Context: an optimization exercise on an open-source flow, tuned for small area and a short achievable clock period. The choices shown serve that exercise and are no tape-out recipe. Function was checked by simulation only, so behaviour that the tests miss may differ from the original.

### config.mk
export PLATFORM = sky130hd
export DESIGN_NAME = dct_row_top
export DESIGN_NICKNAME = dct_row_top
export VERILOG_FILES = /design/flow/design.v
export SDC_FILE = /design/flow/constraint.sdc
export NUM_CORES = 4
export LEC_CHECK = 0
export CAP_MARGIN = 20
export CORE_MARGIN = 2
export CORE_UTILIZATION = 40
export CTS_BUF_LIST = sky130_fd_sc_hd__clkbuf_4
export SETUP_SLACK_MARGIN = 3.4
export SLEW_MARGIN = 20
### constraint.sdc
create_clock -name core_clock -period 6.0 [get_ports {clk_i}]
set_input_delay 1.2000 -clock core_clock [delete_from_list [all_inputs] [get_ports {clk_i}]]
set_output_delay 1.2000 -clock core_clock [all_outputs]
set_load 0.01 [all_outputs]
### design.v
`timescale 1ns/1ps
`default_nettype none
module dct_row_top (
  input  logic        clk_i,
  input  logic        rst_i,
  input  logic        px_valid_i,
  input  logic [7:0]  px_data_i,
  output logic        coef_valid_o,
  output logic [11:0] coef_data_o,
  output logic [2:0]  coef_index_o
);
logic [2:0] px_cnt;
logic [7:0] xs0, xs1, xs2, xs3, xs4, xs5, xs6;
logic [7:0] y0, y1, y2, y3, y4, y5, y6, y7;
logic       row_done;
assign row_done = px_valid_i & (&px_cnt);
always_ff @(posedge clk_i, posedge rst_i)
  if (rst_i) px_cnt <= 3'd0;
  else if (px_valid_i) px_cnt <= px_cnt + 3'd1;
always_ff @(posedge clk_i)
  if (px_valid_i) begin
    xs0 <= px_data_i; xs1 <= xs0; xs2 <= xs1; xs3 <= xs2; xs4 <= xs3; xs5 <= xs4; xs6 <= xs5;
  end
always_ff @(posedge clk_i)
  if (row_done) begin
    y0 <= xs6; y1 <= xs5; y2 <= xs4; y3 <= xs3; y4 <= xs2; y5 <= xs1; y6 <= xs0; y7 <= px_data_i;
  end
logic       busy;
logic [2:0] kc, kc_nx;
logic [3:0] n1, n2, n1_nx, n2_nx;
logic       odd;
assign kc_nx = row_done ? 3'd0 : kc + 3'd1;
always_comb begin
  case (kc_nx)
    3'd0: begin n1_nx = 4'b0000; n2_nx = 4'b0000; end
    3'd1: begin n1_nx = 4'b0000; n2_nx = 4'b1111; end
    3'd2: begin n1_nx = 4'b0000; n2_nx = 4'b0000; end
    3'd3: begin n1_nx = 4'b1110; n2_nx = 4'b0001; end
    3'd4: begin n1_nx = 4'b0000; n2_nx = 4'b0000; end
    3'd5: begin n1_nx = 4'b0010; n2_nx = 4'b1101; end
    3'd6: begin n1_nx = 4'b0000; n2_nx = 4'b0000; end
    3'd7: begin n1_nx = 4'b1010; n2_nx = 4'b0101; end
    default: begin n1_nx = 4'b0000; n2_nx = 4'b0000; end
  endcase
end
always_ff @(posedge clk_i, posedge rst_i)
  if (rst_i) begin busy <= 1'b0; kc <= 3'd0; end
  else if (row_done) begin busy <= 1'b1; kc <= 3'd0; end
  else if (busy) begin kc <= kc + 3'd1; if (&kc) busy <= 1'b0; end
always_ff @(posedge clk_i) begin
  n1 <= n1_nx; n2 <= n2_nx; odd <= kc_nx[0];
end
logic [8:0] u0, u1, u2, u3;
logic a0, a3, ca, b1, b2, cb;           
logic a0_nx, a3_nx, ca_nx, b1_nx, b2_nx, cb_nx;
logic oddu, o1, o3, o5, o7;    
logic ep_a, ep_b, eq_a, eq_b, er_a, er_b, es_a, es_b;
always_comb begin
  case (kc)
    3'd0: begin a0_nx = 1'b0; a3_nx = 1'b0; ca_nx = 1'b0; b1_nx = 1'b0; b2_nx = 1'b0; cb_nx = 1'b0; end
    3'd2: begin a0_nx = 1'b0; a3_nx = 1'b1; ca_nx = 1'b1; b1_nx = 1'b0; b2_nx = 1'b1; cb_nx = 1'b1; end
    3'd4: begin a0_nx = 1'b0; a3_nx = 1'b0; ca_nx = 1'b0; b1_nx = 1'b1; b2_nx = 1'b1; cb_nx = 1'b0; end
    3'd6: begin a0_nx = 1'b0; a3_nx = 1'b1; ca_nx = 1'b1; b1_nx = 1'b1; b2_nx = 1'b0; cb_nx = 1'b1; end
    default: begin a0_nx = 1'b0; a3_nx = 1'b0; ca_nx = 1'b0; b1_nx = 1'b0; b2_nx = 1'b0; cb_nx = 1'b0; end
  endcase
end
logic [2:0] ku;
logic       vu;
always_ff @(posedge clk_i) begin
  u0 <= 9'(y0 ^ {8{n1[0]}}) + 9'(y7 ^ {8{n2[0]}}) + 9'(odd);
  u1 <= 9'(y1 ^ {8{n1[1]}}) + 9'(y6 ^ {8{n2[1]}}) + 9'(odd);
  u2 <= 9'(y2 ^ {8{n1[2]}}) + 9'(y5 ^ {8{n2[2]}}) + 9'(odd);
  u3 <= 9'(y3 ^ {8{n1[3]}}) + 9'(y4 ^ {8{n2[3]}}) + 9'(odd);
  ku <= kc;
  a0 <= a0_nx; a3 <= a3_nx; ca <= ca_nx; b1 <= b1_nx; b2 <= b2_nx; cb <= cb_nx;
  oddu <= kc[0];
  ep_a <= (kc == 3'd0) | (kc == 3'd2) | (kc == 3'd4);
  ep_b <= (kc == 3'd6);
  eq_a <= (kc == 3'd6);
  eq_b <= (kc == 3'd0) | (kc == 3'd2) | (kc == 3'd4);
  er_a <= (kc == 3'd6);
  er_b <= (kc == 3'd2);
  es_a <= (kc == 3'd0) | (kc == 3'd2) | (kc == 3'd4);
  es_b <= (kc == 3'd6);
  o1 <= (kc == 3'd1); o3 <= (kc == 3'd3); o5 <= (kc == 3'd5); o7 <= (kc == 3'd7);
end
always_ff @(posedge clk_i, posedge rst_i)
  if (rst_i) vu <= 1'b0; else vu <= busy;
logic [9:0] al, be;
logic [9:0] vp;
logic [9:0] vq;
logic [9:0] vr;
logic [9:0] vs;
logic c_k0, c_k4, c_k26, c_odd;    
logic       vv;
assign al = 10'(u0 ^ {9{a0}}) + 10'(u3 ^ {9{a3}}) + 10'(ca);
assign be = 10'(u1 ^ {9{b1}}) + 10'(u2 ^ {9{b2}}) + 10'(cb);
logic [8:0] pm_p;
assign pm_p = ({9{o1}} & u0) | ({9{o3}} & u2) | ({9{o5}} & u1) | ({9{o7}} & u3);
logic [8:0] pm_q;
assign pm_q = ({9{o1}} & u1) | ({9{o3}} & u0) | ({9{o5}} & u3) | ({9{o7}} & u2);
logic [8:0] pm_r;
assign pm_r = ({9{o1}} & u2) | ({9{o3}} & u3) | ({9{o5}} & u0) | ({9{o7}} & u1);
logic [8:0] pm_s;
assign pm_s = ({9{o1}} & u3) | ({9{o3}} & u1) | ({9{o5}} & u2) | ({9{o7}} & u0);
always_ff @(posedge clk_i) begin
  vp <= ({10{oddu}} & {1'b0, pm_p}) | ({10{ep_a}} & al) | ({10{ep_b}} & be);
  vq <= ({10{oddu}} & {1'b0, pm_q}) | ({10{eq_a}} & al) | ({10{eq_b}} & be);
  vr <= ({10{oddu}} & {1'b0, pm_r}) | ({10{er_a}} & al) | ({10{er_b}} & be);
  vs <= ({10{oddu}} & {1'b0, pm_s}) | ({10{es_a}} & al) | ({10{es_b}} & be);
  c_k0 <= (ku == 3'd0); c_k4 <= (ku == 3'd4); c_k26 <= (ku == 3'd2) | (ku == 3'd6); c_odd <= ku[0];
end
always_ff @(posedge clk_i, posedge rst_i)
  if (rst_i) vv <= 1'b0; else vv <= vu;
logic row_p0_en;
logic row_p0_ng;
logic [9:0] row_p0;
assign row_p0 = ((vp & {10{row_p0_en}}) ^ {10{row_p0_ng}});
logic [9:0] row_p1;
assign row_p1 = ~vp;
logic row_p3_ng;
logic [9:0] row_p3;
assign row_p3 = (vp ^ {10{row_p3_ng}});
logic [9:0] row_p9;
assign row_p9 = vp;
logic row_q1_en;
logic [9:0] row_q1;
assign row_q1 = (vq & {10{row_q1_en}});
logic [9:0] row_q3;
assign row_q3 = vq;
logic row_q5_ng;
logic [9:0] row_q5;
assign row_q5 = (vq ^ {10{row_q5_ng}});
logic [9:0] row_q7;
assign row_q7 = ~vq;
logic row_q9_en;
logic [9:0] row_q9;
assign row_q9 = (vq & {10{row_q9_en}});
logic [9:0] row_r2;
assign row_r2 = ~vr;
logic [9:0] row_r5;
assign row_r5 = vr;
logic [9:0] row_r8;
assign row_r8 = vr;
logic [9:0] row_s2;
assign row_s2 = vs;
logic [9:0] row_s5;
assign row_s5 = ~vs;
logic row_s7_en;
logic row_s7_ng;
logic [9:0] row_s7;
assign row_s7 = ((vs & {10{row_s7_en}}) ^ {10{row_s7_ng}});
always_ff @(posedge clk_i) begin
  row_p0_en <= (ku == 3'd2) | (ku == 3'd6);
  row_p0_ng <= (ku == 3'd2) | (ku == 3'd6);
  row_p3_ng <= ~((ku == 3'd0) | (ku == 3'd4));
  row_q1_en <= ~((ku == 3'd2) | (ku == 3'd6));
  row_q5_ng <= (ku == 3'd0) | (ku == 3'd4);
  row_q9_en <= ~((ku == 3'd2) | (ku == 3'd6));
  row_s7_en <= ~((ku == 3'd2) | (ku == 3'd6));
  row_s7_ng <= (ku == 3'd0) | (ku == 3'd4);
end
logic [21:0] kconst;
assign kconst[0] = (c_k26);
assign kconst[1] = 1'b1;
assign kconst[2] = ~(c_k4);
assign kconst[3] = ~(c_k0);
assign kconst[4] = (c_k4);
assign kconst[5] = (c_k26 | c_odd);
assign kconst[6] = (c_k0);
assign kconst[7] = (c_k26 | c_odd);
assign kconst[8] = (c_k0);
assign kconst[9] = ~(c_k26);
assign kconst[10] = (c_k4 | c_k26);
assign kconst[11] = ~(c_k4);
assign kconst[12] = 1'b0;
assign kconst[13] = (c_k0 | c_odd);
assign kconst[14] = (c_k0 | c_k4);
assign kconst[15] = (c_k0);
assign kconst[16] = (c_k4);
assign kconst[17] = (c_k0);
assign kconst[18] = (c_k4);
assign kconst[19] = ~(c_k4);
assign kconst[20] = 1'b1;
assign kconst[21] = 1'b1;
wire cs1 = row_p1[7] ^ row_q3[5];
wire cc1 = row_p1[7] & row_q3[5];
wire cs2 = row_p1[8] ^ row_p9[0] ^ row_q3[6];
wire cc2 = (row_p1[8] & row_p9[0]) | (row_p1[8] & row_q3[6]) | (row_p9[0] & row_q3[6]);
wire cs3 = row_q7[2] ^ row_r2[7] ^ row_r5[4];
wire cc3 = (row_q7[2] & row_r2[7]) | (row_q7[2] & row_r5[4]) | (row_r2[7] & row_r5[4]);
wire cs4 = row_p1[9] ^ row_p9[1] ^ row_q3[7];
wire cc4 = (row_p1[9] & row_p9[1]) | (row_p1[9] & row_q3[7]) | (row_p9[1] & row_q3[7]);
wire cs5 = row_q7[3] ^ row_r2[8] ^ row_r5[5];
wire cc5 = (row_q7[3] & row_r2[8]) | (row_q7[3] & row_r5[5]) | (row_r2[8] & row_r5[5]);
wire cs6 = row_p9[2] ^ row_q3[8] ^ row_q7[4];
wire cc6 = (row_p9[2] & row_q3[8]) | (row_p9[2] & row_q7[4]) | (row_q3[8] & row_q7[4]);
wire cs7 = row_p1[4] ^ row_q3[2] ^ row_r2[3];
wire cc7 = (row_p1[4] & row_q3[2]) | (row_p1[4] & row_r2[3]) | (row_q3[2] & row_r2[3]);
wire cs8 = row_p1[5] ^ row_q3[3] ^ row_r2[4];
wire cc8 = (row_p1[5] & row_q3[3]) | (row_p1[5] & row_r2[4]) | (row_q3[3] & row_r2[4]);
wire cs9 = row_r5[1] ^ row_s2[4];
wire cc9 = row_r5[1] & row_s2[4];
wire cs10 = row_p1[6] ^ row_q3[4] ^ row_q7[0];
wire cc10 = (row_p1[6] & row_q3[4]) | (row_p1[6] & row_q7[0]) | (row_q3[4] & row_q7[0]);
wire cs11 = row_r2[5] ^ row_r5[2] ^ row_s2[5];
wire cc11 = (row_r2[5] & row_r5[2]) | (row_r2[5] & row_s2[5]) | (row_r5[2] & row_s2[5]);
wire cs12 = row_s5[2] ^ row_p0[7] ^ row_p3[4];
wire cc12 = (row_s5[2] & row_p0[7]) | (row_s5[2] & row_p3[4]) | (row_p0[7] & row_p3[4]);
wire cs13 = row_q7[1] ^ row_r2[6] ^ row_r5[3];
wire cc13 = (row_q7[1] & row_r2[6]) | (row_q7[1] & row_r5[3]) | (row_r2[6] & row_r5[3]);
wire cs14 = row_r8[0] ^ row_s2[6] ^ row_s5[3];
wire cc14 = (row_r8[0] & row_s2[6]) | (row_r8[0] & row_s5[3]) | (row_s2[6] & row_s5[3]);
wire cs15 = cs1 ^ row_p0[8] ^ row_p3[5];
wire cc15 = (cs1 & row_p0[8]) | (cs1 & row_p3[5]) | (row_p0[8] & row_p3[5]);
wire cs16 = row_q1[7] ^ row_q5[3];
wire cc16 = row_q1[7] & row_q5[3];
wire cs17 = row_r8[1] ^ row_s2[7] ^ row_s5[4];
wire cc17 = (row_r8[1] & row_s2[7]) | (row_r8[1] & row_s5[4]) | (row_s2[7] & row_s5[4]);
wire cs18 = cc1 ^ row_p0[9] ^ row_p3[6];
wire cc18 = (cc1 & row_p0[9]) | (cc1 & row_p3[6]) | (row_p0[9] & row_p3[6]);
wire cs19 = row_q1[8] ^ row_q5[4] ^ row_q9[0];
wire cc19 = (row_q1[8] & row_q5[4]) | (row_q1[8] & row_q9[0]) | (row_q5[4] & row_q9[0]);
wire cs20 = row_s7[2] ^ kconst[9] ^ cs2;
wire cc20 = (row_s7[2] & kconst[9]) | (row_s7[2] & cs2) | (kconst[9] & cs2);
wire cs21 = row_r8[2] ^ row_s2[8] ^ row_s5[5];
wire cc21 = (row_r8[2] & row_s2[8]) | (row_r8[2] & row_s5[5]) | (row_s2[8] & row_s5[5]);
wire cs22 = row_p3[7] ^ row_q1[9] ^ row_q5[5];
wire cc22 = (row_p3[7] & row_q1[9]) | (row_p3[7] & row_q5[5]) | (row_q1[9] & row_q5[5]);
wire cs23 = row_q9[1] ^ row_s7[3] ^ kconst[10];
wire cc23 = (row_q9[1] & row_s7[3]) | (row_q9[1] & kconst[10]) | (row_s7[3] & kconst[10]);
wire cs24 = cc2 ^ cc3 ^ cs4;
wire cc24 = (cc2 & cc3) | (cc2 & cs4) | (cc3 & cs4);
wire cs25 = row_r2[9] ^ row_r5[6] ^ row_r8[3];
wire cc25 = (row_r2[9] & row_r5[6]) | (row_r2[9] & row_r8[3]) | (row_r5[6] & row_r8[3]);
wire cs26 = row_s2[9] ^ row_s5[6] ^ row_p3[8];
wire cc26 = (row_s2[9] & row_s5[6]) | (row_s2[9] & row_p3[8]) | (row_s5[6] & row_p3[8]);
wire cs27 = row_q5[6] ^ row_q9[2] ^ row_s7[4];
wire cc27 = (row_q5[6] & row_q9[2]) | (row_q5[6] & row_s7[4]) | (row_q9[2] & row_s7[4]);
wire cs28 = kconst[11] ^ cc4 ^ cc5;
wire cc28 = (kconst[11] & cc4) | (kconst[11] & cc5) | (cc4 & cc5);
wire cs29 = row_p9[3] ^ row_q3[9] ^ row_q7[5];
wire cc29 = (row_p9[3] & row_q3[9]) | (row_p9[3] & row_q7[5]) | (row_q3[9] & row_q7[5]);
wire cs30 = row_r5[7] ^ row_r8[4] ^ row_s5[7];
wire cc30 = (row_r5[7] & row_r8[4]) | (row_r5[7] & row_s5[7]) | (row_r8[4] & row_s5[7]);
wire cs31 = row_p3[9] ^ row_q5[7] ^ row_q9[3];
wire cc31 = (row_p3[9] & row_q5[7]) | (row_p3[9] & row_q9[3]) | (row_q5[7] & row_q9[3]);
wire cs32 = row_p9[4] ^ row_q7[6] ^ row_r5[8];
wire cc32 = (row_p9[4] & row_q7[6]) | (row_p9[4] & row_r5[8]) | (row_q7[6] & row_r5[8]);
wire cs33 = row_r8[5] ^ row_s5[8];
wire cc33 = row_r8[5] & row_s5[8];
wire cs34 = row_p9[5] ^ row_q7[7] ^ row_r5[9];
wire cc34 = (row_p9[5] & row_q7[7]) | (row_p9[5] & row_r5[9]) | (row_q7[7] & row_r5[9]);
wire cs35 = row_p1[2] ^ row_q3[0] ^ row_r2[1];
wire cc35 = (row_p1[2] & row_q3[0]) | (row_p1[2] & row_r2[1]) | (row_q3[0] & row_r2[1]);
wire cs36 = row_p1[3] ^ row_q3[1] ^ row_r2[2];
wire cc36 = (row_p1[3] & row_q3[1]) | (row_p1[3] & row_r2[2]) | (row_q3[1] & row_r2[2]);
wire cs37 = row_s2[2] ^ row_p0[4];
wire cc37 = row_s2[2] & row_p0[4];
wire cs38 = row_r5[0] ^ row_s2[3] ^ row_s5[0];
wire cc38 = (row_r5[0] & row_s2[3]) | (row_r5[0] & row_s5[0]) | (row_s2[3] & row_s5[0]);
wire cs39 = row_p0[5] ^ row_p3[2] ^ row_q1[4];
wire cc39 = (row_p0[5] & row_p3[2]) | (row_p0[5] & row_q1[4]) | (row_p3[2] & row_q1[4]);
wire cs40 = row_q5[0] ^ kconst[5];
wire cc40 = row_q5[0] & kconst[5];
wire cs41 = row_s5[1] ^ cs9 ^ row_p0[6];
wire cc41 = (row_s5[1] & cs9) | (row_s5[1] & row_p0[6]) | (cs9 & row_p0[6]);
wire cs42 = row_p3[3] ^ row_q1[5] ^ row_q5[1];
wire cc42 = (row_p3[3] & row_q1[5]) | (row_p3[3] & row_q5[1]) | (row_q1[5] & row_q5[1]);
wire cs43 = kconst[6] ^ cc7 ^ cs8;
wire cc43 = (kconst[6] & cc7) | (kconst[6] & cs8) | (cc7 & cs8);
wire cs44 = cc9 ^ row_q1[6] ^ row_q5[2];
wire cc44 = (cc9 & row_q1[6]) | (cc9 & row_q5[2]) | (row_q1[6] & row_q5[2]);
wire cs45 = row_s7[0] ^ kconst[7] ^ cc8;
wire cc45 = (row_s7[0] & kconst[7]) | (row_s7[0] & cc8) | (kconst[7] & cc8);
wire cs46 = cs10 ^ cs11 ^ cs12;
wire cc46 = (cs10 & cs11) | (cs10 & cs12) | (cs11 & cs12);
wire cs47 = row_s7[1] ^ kconst[8] ^ cc10;
wire cc47 = (row_s7[1] & kconst[8]) | (row_s7[1] & cc10) | (kconst[8] & cc10);
wire cs48 = cc11 ^ cs13 ^ cs14;
wire cc48 = (cc11 & cs13) | (cc11 & cs14) | (cs13 & cs14);
wire cs49 = cs16 ^ cc12 ^ cs15;
wire cc49 = (cs16 & cc12) | (cs16 & cs15) | (cc12 & cs15);
wire cs50 = cc13 ^ cc14 ^ cs17;
wire cc50 = (cc13 & cc14) | (cc13 & cs17) | (cc14 & cs17);
wire cs51 = cs3 ^ cc16 ^ cc15;
wire cc51 = (cs3 & cc16) | (cs3 & cc15) | (cc16 & cc15);
wire cs52 = cs18 ^ cs19 ^ cs20;
wire cc52 = (cs18 & cs19) | (cs18 & cs20) | (cs19 & cs20);
wire cs53 = cc17 ^ cs21 ^ cs5;
wire cc53 = (cc17 & cs21) | (cc17 & cs5) | (cs21 & cs5);
wire cs54 = cc18 ^ cc19 ^ cs22;
wire cc54 = (cc18 & cc19) | (cc18 & cs22) | (cc19 & cs22);
wire cs55 = cs23 ^ cc20 ^ cs24;
wire cc55 = (cs23 & cc20) | (cs23 & cs24) | (cc20 & cs24);
wire cs56 = cc21 ^ cs25 ^ cs6;
wire cc56 = (cc21 & cs25) | (cc21 & cs6) | (cs25 & cs6);
wire cs57 = cc22 ^ cs26 ^ cs27;
wire cc57 = (cc22 & cs26) | (cc22 & cs27) | (cs26 & cs27);
wire cs58 = cc23 ^ cc24 ^ cs28;
wire cc58 = (cc23 & cc24) | (cc23 & cs28) | (cc24 & cs28);
wire cs59 = row_s7[5] ^ cc25 ^ cc6;
wire cc59 = (row_s7[5] & cc25) | (row_s7[5] & cc6) | (cc25 & cc6);
wire cs60 = cs29 ^ cs30 ^ cc26;
wire cc60 = (cs29 & cs30) | (cs29 & cc26) | (cs30 & cc26);
wire cs61 = cc27 ^ cs31 ^ cc28;
wire cc61 = (cc27 & cs31) | (cc27 & cc28) | (cs31 & cc28);
wire cs62 = cs33 ^ row_q5[8] ^ row_q9[4];
wire cc62 = (cs33 & row_q5[8]) | (cs33 & row_q9[4]) | (row_q5[8] & row_q9[4]);
wire cs63 = row_s7[6] ^ kconst[13] ^ cc29;
wire cc63 = (row_s7[6] & kconst[13]) | (row_s7[6] & cc29) | (kconst[13] & cc29);
wire cs64 = cc30 ^ cs32 ^ cc31;
wire cc64 = (cc30 & cs32) | (cc30 & cc31) | (cs32 & cc31);
wire cs65 = row_r8[6] ^ row_s5[9] ^ cc33;
wire cc65 = (row_r8[6] & row_s5[9]) | (row_r8[6] & cc33) | (row_s5[9] & cc33);
wire cs66 = row_q5[9] ^ row_q9[5] ^ row_s7[7];
wire cc66 = (row_q5[9] & row_q9[5]) | (row_q5[9] & row_s7[7]) | (row_q9[5] & row_s7[7]);
wire cs67 = kconst[14] ^ cc32 ^ cs34;
wire cc67 = (kconst[14] & cc32) | (kconst[14] & cs34) | (cc32 & cs34);
wire cs68 = row_p9[6] ^ row_q7[8] ^ row_r8[7];
wire cc68 = (row_p9[6] & row_q7[8]) | (row_p9[6] & row_r8[7]) | (row_q7[8] & row_r8[7]);
wire cs69 = row_q9[6] ^ row_s7[8] ^ kconst[15];
wire cc69 = (row_q9[6] & row_s7[8]) | (row_q9[6] & kconst[15]) | (row_s7[8] & kconst[15]);
wire cs70 = row_p9[7] ^ row_q7[9] ^ row_r8[8];
wire cc70 = (row_p9[7] & row_q7[9]) | (row_p9[7] & row_r8[8]) | (row_q7[9] & row_r8[8]);
wire cs71 = row_p1[1] ^ row_r2[0] ^ row_s2[0];
wire cc71 = (row_p1[1] & row_r2[0]) | (row_p1[1] & row_s2[0]) | (row_r2[0] & row_s2[0]);
wire cs72 = row_s2[1] ^ row_p0[3] ^ row_p3[0];
wire cc72 = (row_s2[1] & row_p0[3]) | (row_s2[1] & row_p3[0]) | (row_p0[3] & row_p3[0]);
wire cs73 = row_q1[2] ^ kconst[3];
wire cc73 = row_q1[2] & kconst[3];
wire cs74 = row_p3[1] ^ row_q1[3] ^ kconst[4];
wire cc74 = (row_p3[1] & row_q1[3]) | (row_p3[1] & kconst[4]) | (row_q1[3] & kconst[4]);
wire cs75 = cc35 ^ cs36 ^ cs37;
wire cc75 = (cc35 & cs36) | (cc35 & cs37) | (cs36 & cs37);
wire cs76 = cc36 ^ cs38 ^ cs7;
wire cc76 = (cc36 & cs38) | (cc36 & cs7) | (cs38 & cs7);
wire cs77 = cc37 ^ cs40 ^ cs39;
wire cc77 = (cc37 & cs40) | (cc37 & cs39) | (cs40 & cs39);
wire cs78 = cc38 ^ cc40 ^ cc39;
wire cc78 = (cc38 & cc40) | (cc38 & cc39) | (cc40 & cc39);
wire cs79 = cs41 ^ cs42 ^ cs43;
wire cc79 = (cs41 & cs42) | (cs41 & cs43) | (cs42 & cs43);
wire cs80 = cc41 ^ cc42 ^ cs44;
wire cc80 = (cc41 & cc42) | (cc41 & cs44) | (cc42 & cs44);
wire cs81 = cc43 ^ cs45 ^ cs46;
wire cc81 = (cc43 & cs45) | (cc43 & cs46) | (cs45 & cs46);
wire cs82 = cc44 ^ cc45 ^ cs47;
wire cc82 = (cc44 & cc45) | (cc44 & cs47) | (cc45 & cs47);
wire cs83 = cs48 ^ cc46 ^ cs49;
wire cc83 = (cs48 & cc46) | (cs48 & cs49) | (cc46 & cs49);
wire cs84 = cc47 ^ cc48 ^ cs50;
wire cc84 = (cc47 & cc48) | (cc47 & cs50) | (cc48 & cs50);
wire cs85 = cc49 ^ cs51 ^ cs52;
wire cc85 = (cc49 & cs51) | (cc49 & cs52) | (cs51 & cs52);
wire cs86 = cc50 ^ cs53 ^ cc51;
wire cc86 = (cc50 & cs53) | (cc50 & cc51) | (cs53 & cc51);
wire cs87 = cs54 ^ cc52 ^ cs55;
wire cc87 = (cs54 & cc52) | (cs54 & cs55) | (cc52 & cs55);
wire cs88 = cc53 ^ cs56 ^ cc54;
wire cc88 = (cc53 & cs56) | (cc53 & cc54) | (cs56 & cc54);
wire cs89 = cs57 ^ cc55 ^ cs58;
wire cc89 = (cs57 & cc55) | (cs57 & cs58) | (cc55 & cs58);
wire cs90 = cc56 ^ cs59 ^ cc57;
wire cc90 = (cc56 & cs59) | (cc56 & cc57) | (cs59 & cc57);
wire cs91 = cs60 ^ cc58 ^ cs61;
wire cc91 = (cs60 & cc58) | (cs60 & cs61) | (cc58 & cs61);
wire cs92 = cs62 ^ cc59 ^ cs63;
wire cc92 = (cs62 & cc59) | (cs62 & cs63) | (cc59 & cs63);
wire cs93 = cc60 ^ cs64 ^ cc61;
wire cc93 = (cc60 & cs64) | (cc60 & cc61) | (cs64 & cc61);
wire cs94 = cs65 ^ cc62 ^ cs66;
wire cc94 = (cs65 & cc62) | (cs65 & cs66) | (cc62 & cs66);
wire cs95 = cc63 ^ cs67 ^ cc64;
wire cc95 = (cc63 & cs67) | (cc63 & cc64) | (cs67 & cc64);
wire cs96 = cc34 ^ cs68 ^ cc65;
wire cc96 = (cc34 & cs68) | (cc34 & cc65) | (cs68 & cc65);
wire cs97 = cc66 ^ cs69 ^ cc67;
wire cc97 = (cc66 & cs69) | (cc66 & cc67) | (cs69 & cc67);
wire cs98 = row_q9[7] ^ row_s7[9] ^ kconst[16];
wire cc98 = (row_q9[7] & row_s7[9]) | (row_q9[7] & kconst[16]) | (row_s7[9] & kconst[16]);
wire cs99 = cc68 ^ cs70 ^ cc69;
wire cc99 = (cc68 & cs70) | (cc68 & cc69) | (cs70 & cc69);
wire cs100 = row_p9[8] ^ row_r8[9] ^ row_q9[8];
wire cc100 = (row_p9[8] & row_r8[9]) | (row_p9[8] & row_q9[8]) | (row_r8[9] & row_q9[8]);
wire cs101 = kconst[17] ^ cc70;
wire cc101 = kconst[17] & cc70;
wire cs102 = row_p9[9] ^ row_q9[9];
wire cc102 = row_p9[9] & row_q9[9];
logic cq_0_0;
always_ff @(posedge clk_i) cq_0_0 <= row_p0[0];
logic cq_0_1;
always_ff @(posedge clk_i) cq_0_1 <= kconst[0];
logic cq_1_1;
always_ff @(posedge clk_i) cq_1_1 <= row_p1[0];
logic cq_1_2;
always_ff @(posedge clk_i) cq_1_2 <= row_p0[1];
logic cq_1_3;
always_ff @(posedge clk_i) cq_1_3 <= row_q1[0];
logic cq_2_0;
always_ff @(posedge clk_i) cq_2_0 <= cs71;
logic cq_2_1;
always_ff @(posedge clk_i) cq_2_1 <= row_p0[2];
logic cq_2_2;
always_ff @(posedge clk_i) cq_2_2 <= row_q1[1];
logic cq_2_3;
always_ff @(posedge clk_i) cq_2_3 <= kconst[2];
logic cq_3_0;
always_ff @(posedge clk_i) cq_3_0 <= cc71;
logic cq_3_1;
always_ff @(posedge clk_i) cq_3_1 <= cs72;
logic cq_3_2;
always_ff @(posedge clk_i) cq_3_2 <= cs73;
logic cq_3_3;
always_ff @(posedge clk_i) cq_3_3 <= cs35;
logic cq_4_0;
always_ff @(posedge clk_i) cq_4_0 <= cc72;
logic cq_4_1;
always_ff @(posedge clk_i) cq_4_1 <= cc73;
logic cq_4_2;
always_ff @(posedge clk_i) cq_4_2 <= cs74;
logic cq_4_3;
always_ff @(posedge clk_i) cq_4_3 <= cs75;
logic cq_5_0;
always_ff @(posedge clk_i) cq_5_0 <= cc74;
logic cq_5_1;
always_ff @(posedge clk_i) cq_5_1 <= cc75;
logic cq_5_2;
always_ff @(posedge clk_i) cq_5_2 <= cs76;
logic cq_5_3;
always_ff @(posedge clk_i) cq_5_3 <= cs77;
logic cq_6_0;
always_ff @(posedge clk_i) cq_6_0 <= cc76;
logic cq_6_1;
always_ff @(posedge clk_i) cq_6_1 <= cc77;
logic cq_6_2;
always_ff @(posedge clk_i) cq_6_2 <= cs78;
logic cq_6_3;
always_ff @(posedge clk_i) cq_6_3 <= cs79;
logic cq_7_0;
always_ff @(posedge clk_i) cq_7_0 <= cc78;
logic cq_7_1;
always_ff @(posedge clk_i) cq_7_1 <= cc79;
logic cq_7_2;
always_ff @(posedge clk_i) cq_7_2 <= cs80;
logic cq_7_3;
always_ff @(posedge clk_i) cq_7_3 <= cs81;
logic cq_8_0;
always_ff @(posedge clk_i) cq_8_0 <= cc80;
logic cq_8_1;
always_ff @(posedge clk_i) cq_8_1 <= cc81;
logic cq_8_2;
always_ff @(posedge clk_i) cq_8_2 <= cs82;
logic cq_8_3;
always_ff @(posedge clk_i) cq_8_3 <= cs83;
logic cq_9_0;
always_ff @(posedge clk_i) cq_9_0 <= cc82;
logic cq_9_1;
always_ff @(posedge clk_i) cq_9_1 <= cc83;
logic cq_9_2;
always_ff @(posedge clk_i) cq_9_2 <= cs84;
logic cq_9_3;
always_ff @(posedge clk_i) cq_9_3 <= cs85;
logic cq_10_0;
always_ff @(posedge clk_i) cq_10_0 <= cc84;
logic cq_10_1;
always_ff @(posedge clk_i) cq_10_1 <= cc85;
logic cq_10_2;
always_ff @(posedge clk_i) cq_10_2 <= cs86;
logic cq_10_3;
always_ff @(posedge clk_i) cq_10_3 <= cs87;
logic cq_11_0;
always_ff @(posedge clk_i) cq_11_0 <= cc86;
logic cq_11_1;
always_ff @(posedge clk_i) cq_11_1 <= cc87;
logic cq_11_2;
always_ff @(posedge clk_i) cq_11_2 <= cs88;
logic cq_11_3;
always_ff @(posedge clk_i) cq_11_3 <= cs89;
logic cq_12_0;
always_ff @(posedge clk_i) cq_12_0 <= cc88;
logic cq_12_1;
always_ff @(posedge clk_i) cq_12_1 <= cc89;
logic cq_12_2;
always_ff @(posedge clk_i) cq_12_2 <= cs90;
logic cq_12_3;
always_ff @(posedge clk_i) cq_12_3 <= cs91;
logic cq_13_0;
always_ff @(posedge clk_i) cq_13_0 <= cc90;
logic cq_13_1;
always_ff @(posedge clk_i) cq_13_1 <= cc91;
logic cq_13_2;
always_ff @(posedge clk_i) cq_13_2 <= cs92;
logic cq_13_3;
always_ff @(posedge clk_i) cq_13_3 <= cs93;
logic cq_14_0;
always_ff @(posedge clk_i) cq_14_0 <= cc92;
logic cq_14_1;
always_ff @(posedge clk_i) cq_14_1 <= cc93;
logic cq_14_2;
always_ff @(posedge clk_i) cq_14_2 <= cs94;
logic cq_14_3;
always_ff @(posedge clk_i) cq_14_3 <= cs95;
logic cq_15_0;
always_ff @(posedge clk_i) cq_15_0 <= cc94;
logic cq_15_1;
always_ff @(posedge clk_i) cq_15_1 <= cc95;
logic cq_15_2;
always_ff @(posedge clk_i) cq_15_2 <= cs96;
logic cq_15_3;
always_ff @(posedge clk_i) cq_15_3 <= cs97;
logic cq_16_0;
always_ff @(posedge clk_i) cq_16_0 <= cc96;
logic cq_16_1;
always_ff @(posedge clk_i) cq_16_1 <= cc97;
logic cq_16_2;
always_ff @(posedge clk_i) cq_16_2 <= cs98;
logic cq_16_3;
always_ff @(posedge clk_i) cq_16_3 <= cs99;
logic cq_17_0;
always_ff @(posedge clk_i) cq_17_0 <= cc98;
logic cq_17_1;
always_ff @(posedge clk_i) cq_17_1 <= cc99;
logic cq_17_2;
always_ff @(posedge clk_i) cq_17_2 <= cs100;
logic cq_17_3;
always_ff @(posedge clk_i) cq_17_3 <= cs101;
logic cq_18_0;
always_ff @(posedge clk_i) cq_18_0 <= cc100;
logic cq_18_1;
always_ff @(posedge clk_i) cq_18_1 <= cc101;
logic cq_18_2;
always_ff @(posedge clk_i) cq_18_2 <= cs102;
logic cq_18_3;
always_ff @(posedge clk_i) cq_18_3 <= kconst[18];
logic cq_19_0;
always_ff @(posedge clk_i) cq_19_0 <= cc102;
logic cq_19_1;
always_ff @(posedge clk_i) cq_19_1 <= kconst[19];
logic vc;
always_ff @(posedge clk_i, posedge rst_i)
  if (rst_i) vc <= 1'b0; else vc <= vv;
wire cs103 = 1'b1 ^ cq_1_1;
wire cc103 = 1'b1 & cq_1_1;
wire cs104 = cq_2_0 ^ cq_2_1 ^ cq_2_2;
wire cc104 = (cq_2_0 & cq_2_1) | (cq_2_0 & cq_2_2) | (cq_2_1 & cq_2_2);
wire cs105 = cq_3_0 ^ cq_3_1 ^ cq_3_2;
wire cc105 = (cq_3_0 & cq_3_1) | (cq_3_0 & cq_3_2) | (cq_3_1 & cq_3_2);
wire cs106 = cq_4_0 ^ cq_4_1 ^ cq_4_2;
wire cc106 = (cq_4_0 & cq_4_1) | (cq_4_0 & cq_4_2) | (cq_4_1 & cq_4_2);
wire cs107 = cq_5_0 ^ cq_5_1 ^ cq_5_2;
wire cc107 = (cq_5_0 & cq_5_1) | (cq_5_0 & cq_5_2) | (cq_5_1 & cq_5_2);
wire cs108 = cq_6_0 ^ cq_6_1 ^ cq_6_2;
wire cc108 = (cq_6_0 & cq_6_1) | (cq_6_0 & cq_6_2) | (cq_6_1 & cq_6_2);
wire cs109 = cq_7_0 ^ cq_7_1 ^ cq_7_2;
wire cc109 = (cq_7_0 & cq_7_1) | (cq_7_0 & cq_7_2) | (cq_7_1 & cq_7_2);
wire cs110 = cq_8_0 ^ cq_8_1 ^ cq_8_2;
wire cc110 = (cq_8_0 & cq_8_1) | (cq_8_0 & cq_8_2) | (cq_8_1 & cq_8_2);
wire cs111 = cq_9_0 ^ cq_9_1 ^ cq_9_2;
wire cc111 = (cq_9_0 & cq_9_1) | (cq_9_0 & cq_9_2) | (cq_9_1 & cq_9_2);
wire cs112 = cq_10_0 ^ cq_10_1 ^ cq_10_2;
wire cc112 = (cq_10_0 & cq_10_1) | (cq_10_0 & cq_10_2) | (cq_10_1 & cq_10_2);
wire cs113 = cq_11_0 ^ cq_11_1 ^ cq_11_2;
wire cc113 = (cq_11_0 & cq_11_1) | (cq_11_0 & cq_11_2) | (cq_11_1 & cq_11_2);
wire cs114 = cq_12_0 ^ cq_12_1 ^ cq_12_2;
wire cc114 = (cq_12_0 & cq_12_1) | (cq_12_0 & cq_12_2) | (cq_12_1 & cq_12_2);
wire cs115 = cq_13_0 ^ cq_13_1 ^ cq_13_2;
wire cc115 = (cq_13_0 & cq_13_1) | (cq_13_0 & cq_13_2) | (cq_13_1 & cq_13_2);
wire cs116 = cq_14_0 ^ cq_14_1 ^ cq_14_2;
wire cc116 = (cq_14_0 & cq_14_1) | (cq_14_0 & cq_14_2) | (cq_14_1 & cq_14_2);
wire cs117 = cq_15_0 ^ cq_15_1 ^ cq_15_2;
wire cc117 = (cq_15_0 & cq_15_1) | (cq_15_0 & cq_15_2) | (cq_15_1 & cq_15_2);
wire cs118 = cq_16_0 ^ cq_16_1 ^ cq_16_2;
wire cc118 = (cq_16_0 & cq_16_1) | (cq_16_0 & cq_16_2) | (cq_16_1 & cq_16_2);
wire cs119 = cq_17_0 ^ cq_17_1 ^ cq_17_2;
wire cc119 = (cq_17_0 & cq_17_1) | (cq_17_0 & cq_17_2) | (cq_17_1 & cq_17_2);
wire cs120 = cq_18_0 ^ cq_18_1 ^ cq_18_2;
wire cc120 = (cq_18_0 & cq_18_1) | (cq_18_0 & cq_18_2) | (cq_18_1 & cq_18_2);
wire cs121 = cq_1_2 ^ cq_1_3;
wire cc121 = cq_1_2 & cq_1_3;
wire cs122 = cq_2_3 ^ cc103 ^ cs104;
wire cc122 = (cq_2_3 & cc103) | (cq_2_3 & cs104) | (cc103 & cs104);
wire cs123 = cq_3_3 ^ cc104 ^ cs105;
wire cc123 = (cq_3_3 & cc104) | (cq_3_3 & cs105) | (cc104 & cs105);
wire cs124 = cq_4_3 ^ cc105 ^ cs106;
wire cc124 = (cq_4_3 & cc105) | (cq_4_3 & cs106) | (cc105 & cs106);
wire cs125 = cq_5_3 ^ cc106 ^ cs107;
wire cc125 = (cq_5_3 & cc106) | (cq_5_3 & cs107) | (cc106 & cs107);
wire cs126 = cq_6_3 ^ cc107 ^ cs108;
wire cc126 = (cq_6_3 & cc107) | (cq_6_3 & cs108) | (cc107 & cs108);
wire cs127 = cq_7_3 ^ cc108 ^ cs109;
wire cc127 = (cq_7_3 & cc108) | (cq_7_3 & cs109) | (cc108 & cs109);
wire cs128 = cq_8_3 ^ cc109 ^ cs110;
wire cc128 = (cq_8_3 & cc109) | (cq_8_3 & cs110) | (cc109 & cs110);
wire cs129 = cq_9_3 ^ cc110 ^ cs111;
wire cc129 = (cq_9_3 & cc110) | (cq_9_3 & cs111) | (cc110 & cs111);
wire cs130 = cq_10_3 ^ cc111 ^ cs112;
wire cc130 = (cq_10_3 & cc111) | (cq_10_3 & cs112) | (cc111 & cs112);
wire cs131 = cq_11_3 ^ cc112 ^ cs113;
wire cc131 = (cq_11_3 & cc112) | (cq_11_3 & cs113) | (cc112 & cs113);
wire cs132 = cq_12_3 ^ cc113 ^ cs114;
wire cc132 = (cq_12_3 & cc113) | (cq_12_3 & cs114) | (cc113 & cs114);
wire cs133 = cq_13_3 ^ cc114 ^ cs115;
wire cc133 = (cq_13_3 & cc114) | (cq_13_3 & cs115) | (cc114 & cs115);
wire cs134 = cq_14_3 ^ cc115 ^ cs116;
wire cc134 = (cq_14_3 & cc115) | (cq_14_3 & cs116) | (cc115 & cs116);
wire cs135 = cq_15_3 ^ cc116 ^ cs117;
wire cc135 = (cq_15_3 & cc116) | (cq_15_3 & cs117) | (cc116 & cs117);
wire cs136 = cq_16_3 ^ cc117 ^ cs118;
wire cc136 = (cq_16_3 & cc117) | (cq_16_3 & cs118) | (cc117 & cs118);
wire cs137 = cq_17_3 ^ cc118 ^ cs119;
wire cc137 = (cq_17_3 & cc118) | (cq_17_3 & cs119) | (cc118 & cs119);
wire cs138 = cq_18_3 ^ cc119 ^ cs120;
wire cc138 = (cq_18_3 & cc119) | (cq_18_3 & cs120) | (cc119 & cs120);
wire cs139 = cq_19_0 ^ cq_19_1 ^ cc120;
wire cc139 = (cq_19_0 & cq_19_1) | (cq_19_0 & cc120) | (cq_19_1 & cc120);
logic [10:0] lowsum;
assign lowsum = {1'b0, cc128, cc127, cc126, cc125, cc124, cc123, cc122, cc121, cs121, cq_0_0} + {1'b0, cs129, cs128, cs127, cs126, cs125, cs124, cs123, cs122, cs103, cq_0_1};
logic cr_lowc;
always_ff @(posedge clk_i) cr_lowc <= lowsum[10];
logic cr_10_0;
always_ff @(posedge clk_i) cr_10_0 <= cc129;
logic cr_10_1;
always_ff @(posedge clk_i) cr_10_1 <= cs130;
logic cr_11_0;
always_ff @(posedge clk_i) cr_11_0 <= cc130;
logic cr_11_1;
always_ff @(posedge clk_i) cr_11_1 <= cs131;
logic cr_12_0;
always_ff @(posedge clk_i) cr_12_0 <= cc131;
logic cr_12_1;
always_ff @(posedge clk_i) cr_12_1 <= cs132;
logic cr_13_0;
always_ff @(posedge clk_i) cr_13_0 <= cc132;
logic cr_13_1;
always_ff @(posedge clk_i) cr_13_1 <= cs133;
logic cr_14_0;
always_ff @(posedge clk_i) cr_14_0 <= cc133;
logic cr_14_1;
always_ff @(posedge clk_i) cr_14_1 <= cs134;
logic cr_15_0;
always_ff @(posedge clk_i) cr_15_0 <= cc134;
logic cr_15_1;
always_ff @(posedge clk_i) cr_15_1 <= cs135;
logic cr_16_0;
always_ff @(posedge clk_i) cr_16_0 <= cc135;
logic cr_16_1;
always_ff @(posedge clk_i) cr_16_1 <= cs136;
logic cr_17_0;
always_ff @(posedge clk_i) cr_17_0 <= cc136;
logic cr_17_1;
always_ff @(posedge clk_i) cr_17_1 <= cs137;
logic cr_18_0;
always_ff @(posedge clk_i) cr_18_0 <= cc137;
logic cr_18_1;
always_ff @(posedge clk_i) cr_18_1 <= cs138;
logic cr_19_0;
always_ff @(posedge clk_i) cr_19_0 <= cc138;
logic cr_19_1;
always_ff @(posedge clk_i) cr_19_1 <= cs139;
logic cr_20_0;
always_ff @(posedge clk_i) cr_20_0 <= cc139;
logic vc2;
always_ff @(posedge clk_i, posedge rst_i)
  if (rst_i) vc2 <= 1'b0; else vc2 <= vc;
logic [21:0] fa, fb, fsum;
assign fa = {1'b1, cr_20_0, cr_19_0, cr_18_0, cr_17_0, cr_16_0, cr_15_0, cr_14_0, cr_13_0, cr_12_0, cr_11_0, cr_10_0, 1'b0, 1'b0, 1'b0, 1'b0, 1'b0, 1'b0, 1'b0, 1'b0, 1'b0, 1'b0};
assign fb = {1'b0, 1'b1, cr_19_1, cr_18_1, cr_17_1, cr_16_1, cr_15_1, cr_14_1, cr_13_1, cr_12_1, cr_11_1, cr_10_1, 1'b0, 1'b0, 1'b0, 1'b0, 1'b0, 1'b0, 1'b0, 1'b0, 1'b0, 1'b0};
logic [12:0] fhi;
assign fhi = {fa[21:10], 1'b1} + {fb[21:10], cr_lowc};
assign fsum = {fhi[12:1], 10'd0};
always_ff @(posedge clk_i) coef_data_o <= fsum[21:10];
always_ff @(posedge clk_i, posedge rst_i)
  if (rst_i) coef_valid_o <= 1'b0; else coef_valid_o <= vc2;
always_ff @(posedge clk_i, posedge rst_i)
  if (rst_i) coef_index_o <= 3'd0; else if (coef_valid_o) coef_index_o <= coef_index_o + 3'd1;
endmodule
`default_nettype wire
### flow/run.sh
#!/bin/bash
# Standard ORFS layout with one extra step between synthesis and floorplan:
# flow/pol.py re-chooses the polarity of every full adder (a full adder is self-dual)
# so that Yosys' extract_fa leaves fewer inverters. Registers are not touched.
set -euo pipefail
R=$PWD/orfs/results/$FLOW_PLATFORM/dct_row_top/base
bash standard.sh "$R/1_2_yosys.v" > synth.log 2>&1
cp "$R/1_2_yosys.v" "$PWD/1_2_yosys.before_pol.v"
python3 flow/pol.py "$PWD/1_2_yosys.before_pol.v" "$R/1_2_yosys.v" > pol.log 2>&1
# clock tree: the standard arguments, without the dummy loads CTS adds for balancing
export CTS_ARGS="-sink_clustering_enable -repair_clock_nets -dont_use_dummy_load -buf_list sky130_fd_sc_hd__clkbuf_8"
bash standard.sh finish > layout.log 2>&1
### flow/pol.py
#!/usr/bin/env python3
"""Full-adder polarity optimisation of a Yosys netlist (sky130hd cells).

A full adder is self-dual: FA(~a, ~b, ~c) = (~sum, ~cout). Yosys' extract_fa leaves many
inverters between full adders; this pass chooses, for each sky130_fd_sc_hd__fa_* cell, whether
it computes the true or the complemented function, so that as few inverters as possible are
needed, then rebuilds the inverters. The logic function of every register input and output port
is unchanged; no register is touched.

usage: pol.py IN.v OUT.v
"""
import re, sys, collections, random

OUT_PINS = {'X', 'Y', 'Q', 'Q_N', 'SUM', 'COUT', 'HI', 'LO'}

def main(src, dst):
    text = open(src).read()
    m = re.search(r'^\s*module\s+(\S+)\s*\((.*?)\);', text, re.M | re.S)
    head_end = m.end()
    end = text.rindex('endmodule')
    body = text[head_end:end]
    # split body into statements
    inst_re = re.compile(r'^(\s*)(sky130_fd_sc_hd__\w+)\s+(\S+)\s*\((.*?)\);\s*$', re.M | re.S)
    pin_re = re.compile(r'\.(\w+)\(\s*(.*?)\s*\)\s*(?:,|$)', re.S)
    cells = []
    decls = []
    pos = 0
    others = []
    for mm in inst_re.finditer(body):
        others.append(body[pos:mm.start()])
        pos = mm.end()
        typ, name, pins = mm.group(2), mm.group(3), mm.group(4)
        pl = []
        for pm in pin_re.finditer(pins.strip()):
            pl.append([pm.group(1), pm.group(2).strip()])
        cells.append({'type': typ, 'name': name, 'pins': pl})
    tail = body[pos:]
    # ports
    ports_out = set()
    for mm in re.finditer(r'^\s*output\s+(\[(\d+):(\d+)\]\s*)?(\S+?)\s*;', text, re.M):
        if mm.group(1):
            hi, lo = int(mm.group(2)), int(mm.group(3))
            for i in range(min(hi, lo), max(hi, lo) + 1):
                ports_out.add('%s[%d]' % (mm.group(4), i))
        else:
            ports_out.add(mm.group(4))
    assigns = re.findall(r'^\s*assign\s+(.*?)\s*=\s*(.*?)\s*;', body, re.M)
    assert not assigns, 'assign statements not handled: %r' % assigns[:3]

    def isinv(c):
        return re.fullmatch(r'sky130_fd_sc_hd__(clk)?inv_\d+', c['type']) is not None
    def isfa(c):
        return re.fullmatch(r'sky130_fd_sc_hd__fa_\d+', c['type']) is not None
    def isxor(c):
        return re.fullmatch(r'sky130_fd_sc_hd__x(n)?or[23]_\d+', c['type']) is not None

    driver = {}
    for ci, c in enumerate(cells):
        for p, n in c['pins']:
            if p in OUT_PINS:
                driver[n] = (ci, p)
    invin = {}
    for ci, c in enumerate(cells):
        if isinv(c):
            d = dict(c['pins'])
            invin[d['Y']] = d['A']
    def resolve(n):
        par = 0
        seen = 0
        while n in invin:
            n = invin[n]; par ^= 1; seen += 1
            assert seen < 100
        return n, par
    keep_inv = set()
    for ci, c in enumerate(cells):
        if isinv(c) and dict(c['pins'])['Y'] in ports_out:
            keep_inv.add(ci)
    fa_ids = [ci for ci, c in enumerate(cells) if isfa(c)]
    fa_of_base = {}
    for ci in fa_ids:
        for p, n in cells[ci]['pins']:
            if p in ('SUM', 'COUT'):
                fa_of_base[n] = ci
    # consumers: (cell index or None for port, pin index, base, parity)
    cons = collections.defaultdict(list)   # base -> list of (ci, pinidx, par)
    for ci, c in enumerate(cells):
        if isinv(c) and ci not in keep_inv:
            continue
        for k, (p, n) in enumerate(c['pins']):
            if p in OUT_PINS:
                continue
            b, par = resolve(n)
            cons[b].append((ci, k, par))
    xor_ids = [ci for ci, c in enumerate(cells) if isxor(c)]
    xor_of_base = {}
    for ci in xor_ids:
        for p, n in cells[ci]['pins']:
            if p in OUT_PINS:
                xor_of_base[n] = ci
    pol = {ci: 0 for ci in fa_ids}
    xpol = {ci: 0 for ci in xor_ids}
    def pdrv(b):
        ci = fa_of_base.get(b)
        if ci is not None: return pol[ci]
        ci = xor_of_base.get(b)
        if ci is not None: return xpol[ci]
        return 0
    def need(ci, par):
        return par ^ (pol[ci] if ci in pol else 0)
    def cost_base(b):
        pd = pdrv(b)
        return 1 if any(ci not in xpol and need(ci, par) != pd for ci, k, par in cons.get(b, [])) else 0
    # bases touched by each FA
    touch = collections.defaultdict(set)
    for ci in fa_ids:
        for p, n in cells[ci]['pins']:
            if p in ('SUM', 'COUT'):
                touch[ci].add(n)
            else:
                touch[ci].add(resolve(n)[0])
    for ci in xor_ids:
        for p, n in cells[ci]['pins']:
            if p in OUT_PINS:
                touch[ci].add(n)
    allbases = set(cons.keys())
    before = sum(1 for ci, c in enumerate(cells) if isinv(c))
    start = sum(cost_base(b) for b in allbases)
    rnd = random.Random(1)
    improved = True
    it = 0
    while improved and it < 50:
        improved = False
        it += 1
        order = fa_ids + xor_ids
        rnd.shuffle(order)
        for ci in order:
            t = touch[ci]
            d = pol if ci in pol else xpol
            c0 = sum(cost_base(b) for b in t)
            d[ci] ^= 1
            c1 = sum(cost_base(b) for b in t)
            if c1 < c0:
                improved = True
            elif c1 > c0 or rnd.random() < 0.5:
                d[ci] ^= 1
    final = sum(cost_base(b) for b in allbases)
    # rebuild
    newinv = {}
    out_cells = []
    nid = [0]
    newwires = []
    def invnet(b):
        if b not in newinv:
            nid[0] += 1
            w = 'pol_n%d' % nid[0]
            newwires.append(w)
            newinv[b] = w
        return newinv[b]
    for ci, c in enumerate(cells):
        if isinv(c) and ci not in keep_inv:
            continue
        if ci in xpol:
            # inputs straight from the base nets; the cell type absorbs every inversion
            t = 1 if 'xnor' in c['type'] else 0
            t ^= xpol[ci]
            pins = []
            outn = None
            for p, n in c['pins']:
                if p in OUT_PINS:
                    outn = n; continue
                b, par = resolve(n)
                t ^= par ^ pdrv(b)
                pins.append((p, b))
            m = re.fullmatch(r'sky130_fd_sc_hd__x(n)?or([23])_(\d+)', c['type'])
            typ = 'sky130_fd_sc_hd__%s%s_%s' % ('xnor' if t else 'xor', m.group(2), m.group(3))
            pins.append(('Y' if t else 'X', outn))
            out_cells.append((typ, c['name'], pins))
            continue
        pins = []
        for p, n in c['pins']:
            if p in OUT_PINS:
                pins.append((p, n)); continue
            b, par = resolve(n)
            q = need(ci, par)
            if q == pdrv(b):
                pins.append((p, b))
            else:
                pins.append((p, invnet(b)))
        out_cells.append((c['type'], c['name'], pins))
    for b, w in newinv.items():
        nid[0] += 1
        out_cells.append(('sky130_fd_sc_hd__inv_1', 'pol_inv%d' % nid[0], [('A', b), ('Y', w)]))
    lines = [text[:head_end]]
    lines.append(''.join(others[:1]))
    for w in newwires:
        lines.append('  wire %s;\n' % w)
    for typ, name, pins in out_cells:
        lines.append('  %s %s (\n%s\n  );\n' % (typ, name, ',\n'.join('    .%s(%s)' % (p, n + ' ' if n.startswith('\\') else n) for p, n in pins)))
    lines.append(tail)
    lines.append(text[end:])
    open(dst, 'w').write(''.join(lines))
    flipped = sum(pol.values()) + sum(xpol.values())
    sys.stderr.write('pol: inverters %d -> %d (needed before opt %d), %d of %d full adders flipped\n'
                     % (before, final + len(keep_inv), start, flipped, len(fa_ids)))

if __name__ == '__main__':
    main(sys.argv[1], sys.argv[2])
### standard.sh
#!/bin/bash
# synth_recipe.tcl (not shown) runs the flow's synth.tcl, then flattens the netlist and writes it again
# the make line also repeats each setting of config.mk as NAME=value (left out here)
make -C /OpenROAD-flow-scripts/flow DESIGN_CONFIG=/design/flow/config.mk WORK_HOME=/design/flow/orfs CLKGATE_MAP_FILE= SYNTH_SCRIPT=/design/flow/synth_recipe.tcl "${@:-finish}"
==> flow_summary.json, run 1 <==
{
  "grt_usage": 0.152,
  "critPathSlowestCell": "fa_1",
  "hp-class": "reg2reg",
  "antenna_found_initial": 0,
  "path_cells": "xor2_1 -> fa_1 -> fa_1 -> a21o_1 -> a21oi_1 -> o21bai_1 -> a21oi_1 -> o21ai_1",
  "dieWidth_um": 207,
  "clkLatencyLatePin_ns": 0.62,
  "worstPathArrival_ns": 3.03,
  "status": "no timing/DRC/antenna violations",
  "grt_pass1_wl_um": 51400,
  "firstDrtPassIters": 5,
  "routed-wl-met3_um": 1210,
  "antenna_left": 0,
  "routed-via-count": 9127,
  "die_y_um": 207,
  "layout_common_cells": "dfxtp_1, fa_1, edfxtp_1, xor2_1",
  "htreeDepth": 2,
  "cts_buffers": 55,
  "antennaDiodeCount": 0,
  "cts_tree": "done",
  "start_util": 0.405,
  "dpl.hpwl_um": 24400,
  "wl_um": 32000,
  "cts.path.max_buffers": 3,
  "setup_violations": 0,
  "synth_nets": 1503,
  "synth_area_mm2": 0.0165,
  "synth_cells": 1270,
  "fin_area_mm2": 0.0182,
  "topRoutingLayerUsed": "met4",
  "path_max_fanout": 2,
  "cp-start-kind": "register",
  "crit_path_end_kind": "register",
  "fmax_mhz": 396,
  "routedWlPerCell_um": 17.3,
  "overflow": 0,
  "critPathKind": "reg2reg",
  "rsz0062_at_grt": "false",
  "slew_viol_final": 0,
  "viasPerCell": 4.93,
  "path_clk_slew_ns": 0.05,
  "cts_root_buf": "clkbuf_8",
  "drive_gt1_frac": 0.0926,
  "num_rows": 74,
  "cts_hold_buf": 0,
  "final_nets": 1553,
  "worst_pin_slew_ns": 0.845,
  "drv_cap": 0,
  "setup_tns_ns": 0,
  "slowest_delay_ns": 0.48,
  "fin_crit_sh": 0.421,
  "avgSynthCellArea_um2": 13.0,
  "cp_num_buf_inv": 0,
  "area_growth_pct": 10.4,
  "fin_crit_ns": 2.52,
  "port_buffers": 26,
  "worstPathRequired_ns": 6.50,
  "crit_family": "adder cells",
  "relSlewSlack": 0.436,
  "clock_skew_ns": 0.0554,
  "io_pins": 27,
  "drt_iter0_markers": 569,
  "met1_length_um": 14100,
  "final_hold_viol_count": 0,
  "fin_util": 0.447,
  "drc": 0,
  "wl_met2_um": 15500,
  "grt_pass1_vias": 9635,
  "yosysWarnings": 1,
  "gp_congestion": 0.873,
  "cts.sinks": 345,
  "place_area_mm2": 0.0173,
  "grt_start_max_net_pins": 60,
  "mostFrequentLayoutCell": "dfxtp_1",
  "core_area_mm2": 0.0407,
  "die-area_mm2": 0.0429
}
[final timing paths]
kind / startpoint / to / slack [ns] / depth (start not counted)
min reg2reg: vc2$_DFF_PP0_ / coef_valid_o$_DFF_PP0_ / 0.35 / 0
max in group asynchronous: rst_i / vc$_DFF_PP0_ / 4.71 / 2
min in group asynchronous: rst_i / vv$_DFF_PP0_ / 0.93 / 2
max reg2reg: y6[0]$_DFFE_PP_ / u1[8]$_DFF_P_ / 3.48 / 8
max: y6[0]$_DFFE_PP_ / u1[8]$_DFF_P_ / 3.48 / 8
min: vc2$_DFF_PP0_ / coef_valid_o$_DFF_PP0_ / 0.35 / 0
[worst register-to-register path: stages (launching register included)]
cell      delay (ns)
edfxtp_1        0.42
xor2_1          0.19
fa_1            0.45
fa_1            0.48
a21o_1          0.19
a21oi_1         0.24
o21bai_1        0.12
a21oi_1         0.23
o21ai_1         0.10
[routing by layer]
metal / vias to the layer above / track usage
met5: - / 0
met4: 0 / 0.0655
met3: 68 / 0.0341
met2: 170 / 0.255
met1: 4465 / 0.189
li1: 4424 / -
[per-stage QoR]
| stage | std cells | hold WS, ns | setup slack, ns |
|---|---|---|---|
| after floorplan | 1270 | 0.331 | 3.42 |
| after global placement | 1789 | 0.337 | 3.08 |
| after detailed placement | 1789 | 0.335 | 3.03 |
| after CTS | 1846 | 0.346 | 3.39 |
| after global routing | 1850 | 0.356 | 3.40 |
| final | 1850 | 0.345 | 3.48 |
[cell type report]
type,count,area [um^2]
Timing Repair Buffer,39,333
Clock buffer,55,757
Inverter,86,323
Multi-Input combinational cell,793,7900
Fill cell,3747,22500
Sequential cell,345,8230
Tap cell,532,666
[registers in the layout (all words and copies together) (netlist names), 9 cells and up]
| signal | count |
|---|---|
| u3 | 9 |
| u2 | 9 |
| coef_data_o | 12 |
| vs | 9 |
| u0 | 9 |
| vp | 10 |
| vq | 10 |
| u1 | 9 |
| vr | 10 |
[what timing repair did]
| item | CTS | global route |
|---|---|---|
| pin swaps | 1 | 11 |
| resized for setup | 37 | 27 |
| setup buffers | 2 | 4 |
| setup endpoints to repair | 44 | 55 |
==> run 2: changes to the inputs <==
--- a/flow/run.sh
+++ b/flow/run.sh
@@ -8,5 +8,5 @@
 cp "$R/1_2_yosys.v" "$PWD/1_2_yosys.before_pol.v"
 python3 flow/pol.py "$PWD/1_2_yosys.before_pol.v" "$R/1_2_yosys.v" > pol.log 2>&1
 # clock tree: the standard arguments, without the dummy loads CTS adds for balancing
-export CTS_ARGS="-sink_clustering_enable -repair_clock_nets -dont_use_dummy_load -buf_list sky130_fd_sc_hd__clkbuf_8"
+export CTS_ARGS="-sink_clustering_enable -repair_clock_nets -dont_use_dummy_load -buf_list sky130_fd_sc_hd__clkbuf_4"
 bash standard.sh finish > layout.log 2>&1
==> run 2 against run 1 <==
Effect of this change: still clean; critical path depth down 2; worst hold slack improved by 0.0030 ns; first-iteration DRC count shrank 5.3%; via count increased by 2.8%; non-clock buffer count rose by 2; global-route usage rose by 0.12 points.
==> flow_summary.json, run 2 <==
{
  "num_rows": 74,
  "critPathSlowestCell": "fa_1",
  "drt_iter0_markers": 539,
  "grt_usage": 0.153,
  "routed-wl-met3_um": 1010,
  "final_hold_viol_count": 0,
  "routedWlPerCell_um": 17.0,
  "drive_gt1_frac": 0.121,
  "worst_pin_slew_ns": 0.846,
  "viasPerCell": 4.97,
  "cts_buffers": 90,
  "hp-class": "reg2reg",
  "synth_cells": 1270,
  "die_y_um": 207,
  "slowest_delay_ns": 0.52,
  "dpl.hpwl_um": 24400,
  "ff2ff_path_depth": 6,
  "core_area_mm2": 0.0407,
  "cts.path.max_buffers": 3,
  "antenna_left": 0,
  "path_clk_slew_ns": 0.06,
  "antenna_found_initial": 1,
  "setup_violations": 0,
  "cp-start-kind": "register",
  "clkLatencyLatePin_ns": 0.75,
  "clock_skew_ns": 0.0746,
  "worstPathArrival_ns": 3.18,
  "fin_crit_ns": 2.56,
  "drv_cap": 0,
  "area_growth_pct": 10.1,
  "setup_tns_ns": 0,
  "die-area_mm2": 0.0429,
  "grt_pass1_vias": 9863,
  "port_buffers": 26,
  "fin_util": 0.446,
  "critPathKind": "reg2reg",
  "firstDrtPassIters": 5,
  "synth_area_mm2": 0.0165,
  "cts_tree": "done",
  "wl_um": 32100,
  "synth_nets": 1503,
  "relSlewSlack": 0.435,
  "yosysWarnings": 1,
  "slew_viol_final": 0,
  "fmax_mhz": 391,
  "wl_met2_um": 16000,
  "dieWidth_um": 207,
  "grt_start_max_net_pins": 60,
  "crit_path_end_kind": "register",
  "hold_depth": 0,
  "status": "no timing/DRC/antenna violations",
  "io_pins": 27,
  "worstPathRequired_ns": 6.63,
  "routed-via-count": 9383,
  "path_cells": "inv_2 -> fa_1 -> fa_1 -> inv_1 -> fa_1 -> fa_1",
  "gp_congestion": 0.873,
  "cts_root_buf": "clkbuf_4",
  "avgSynthCellArea_um2": 13.0,
  "cts_hold_buf": 0,
  "met1_length_um": 14000,
  "cts.sinks": 345,
  "rsz0062_at_grt": "true",
  "fin_crit_sh": 0.426,
  "htreeDepth": 3,
  "path_max_fanout": 3,
  "layout_common_cells": "dfxtp_1, fa_1, edfxtp_1, xor2_1, clkbuf_4",
  "start_util": 0.405,
  "grt_pass1_wl_um": 51800,
  "drc": 0,
  "overflow": 0,
  "final_nets": 1590,
  "largest_reg_flops": 12,
  "mostFrequentLayoutCell": "dfxtp_1",
  "topRoutingLayerUsed": "met4",
  "regMostFlops": "coef_data_o",
  "worst_path_most_repeated_cell": "fa_1"
}
==> run 2: cell count changes in the layout (fill, tap and decap cells not counted), moves of 2 or more <==
cell	before	now
clkbuf_8	55	0
buf_4	13	15
dfxtp_2	13	11
a21oi_2	5	7
clkbuf_4	0	90
dlygate4sd2_1	16	7
a21oi_1	28	26
clkdlybuf4s15_1	0	5
buf_2	1	4
==> run 2: worst max-delay path: cells and delay by family, from the launching register on <==
family | cells | cell delay, ns
adders and majority gates | 4 | 1.91
buffers and inverters | 2 | 0.17
DFF | 1 | 0.43
==> run 2: final cells by class <==
class,count,area [um^2]
multi-input combinational,793,7920
inverter,86,323
fill,3790,22600
antenna,1,2.50
tap,532,666
timing repair buffer,41,339
clock buffer,90,676
sequential,345,8230
==> run 2: final timing paths <==
check	startpoint	end	slack, ns
setup / recovery	vp[1]$_DFF_P_	cq_10_3$_DFF_P_	3.44
hold / removal	vu$_DFF_PP0_	vv$_DFF_PP0_	0.35
setup reg to reg	vp[1]$_DFF_P_	cq_10_3$_DFF_P_	3.44
hold reg to reg	vu$_DFF_PP0_	vv$_DFF_PP0_	0.35
max in group asynchronous	rst_i	coef_valid_o$_DFF_PP0_	4.82
min in group asynchronous	rst_i	vv$_DFF_PP0_	0.80
==> run 2: what timing repair did <==
action	4_1_cts	5_1_grt
gates resized for setup	52	31
setup endpoints to repair	44	56
setup buffers	5	3
pin swaps	1	9
==> run 2: per-stage QoR <==
step,worst slack (ns),hold WS [ns],instance area (um^2),std cells
floorplan,3.42,0.331,16500,1270
global placement,3.08,0.337,17300,1789
detailed placement,3.03,0.335,17300,1789
CTS,3.31,0.351,18000,1884
global route,3.35,0.356,18200,1888
finish,3.44,0.348,18200,1888
==> run 2: routing by layer <==
| metal | up-vias | track usage |
|---|---|---|
| li1 | 4537 | - |
| met1 | 4612 | 0.187 |
| met2 | 166 | 0.260 |
| met3 | 68 | 0.0297 |
| met4 | 0 | 0.0773 |
| met5 | - | 0 |

-- afterwards: timing with drivers on the ports --
How much do the figures lean on ideal ports? The routed layouts below were timed once more, with nothing changed but the port constraints. Step 1 sets driving cells, clkbuf_16 on the clock port and buf_2 on the other inputs (assumed; they add their load-dependent delay and slew). Step 2 also shifts input and output timing later by t, the mid clock arrival at the registers, as if the neighbouring blocks saw the same clock. Slacks: no drivers / after step 1 / after step 2; pairs: no drivers / after step 1.
run	shift t [ns]	setup WS [ns]	hold WS [ns]
run 1	0.651	3.476 / 3.445 / 3.399	0.345 / 0.345 / 0.345
run 2	0.751	3.441 / 3.441 / 3.388	0.348 / 0.348 / 0.348
After both steps every run listed still meets setup and hold. The setup slack of run 1, which loses most, moves by -0.031 ns with the drivers and by -0.077 ns with both steps.
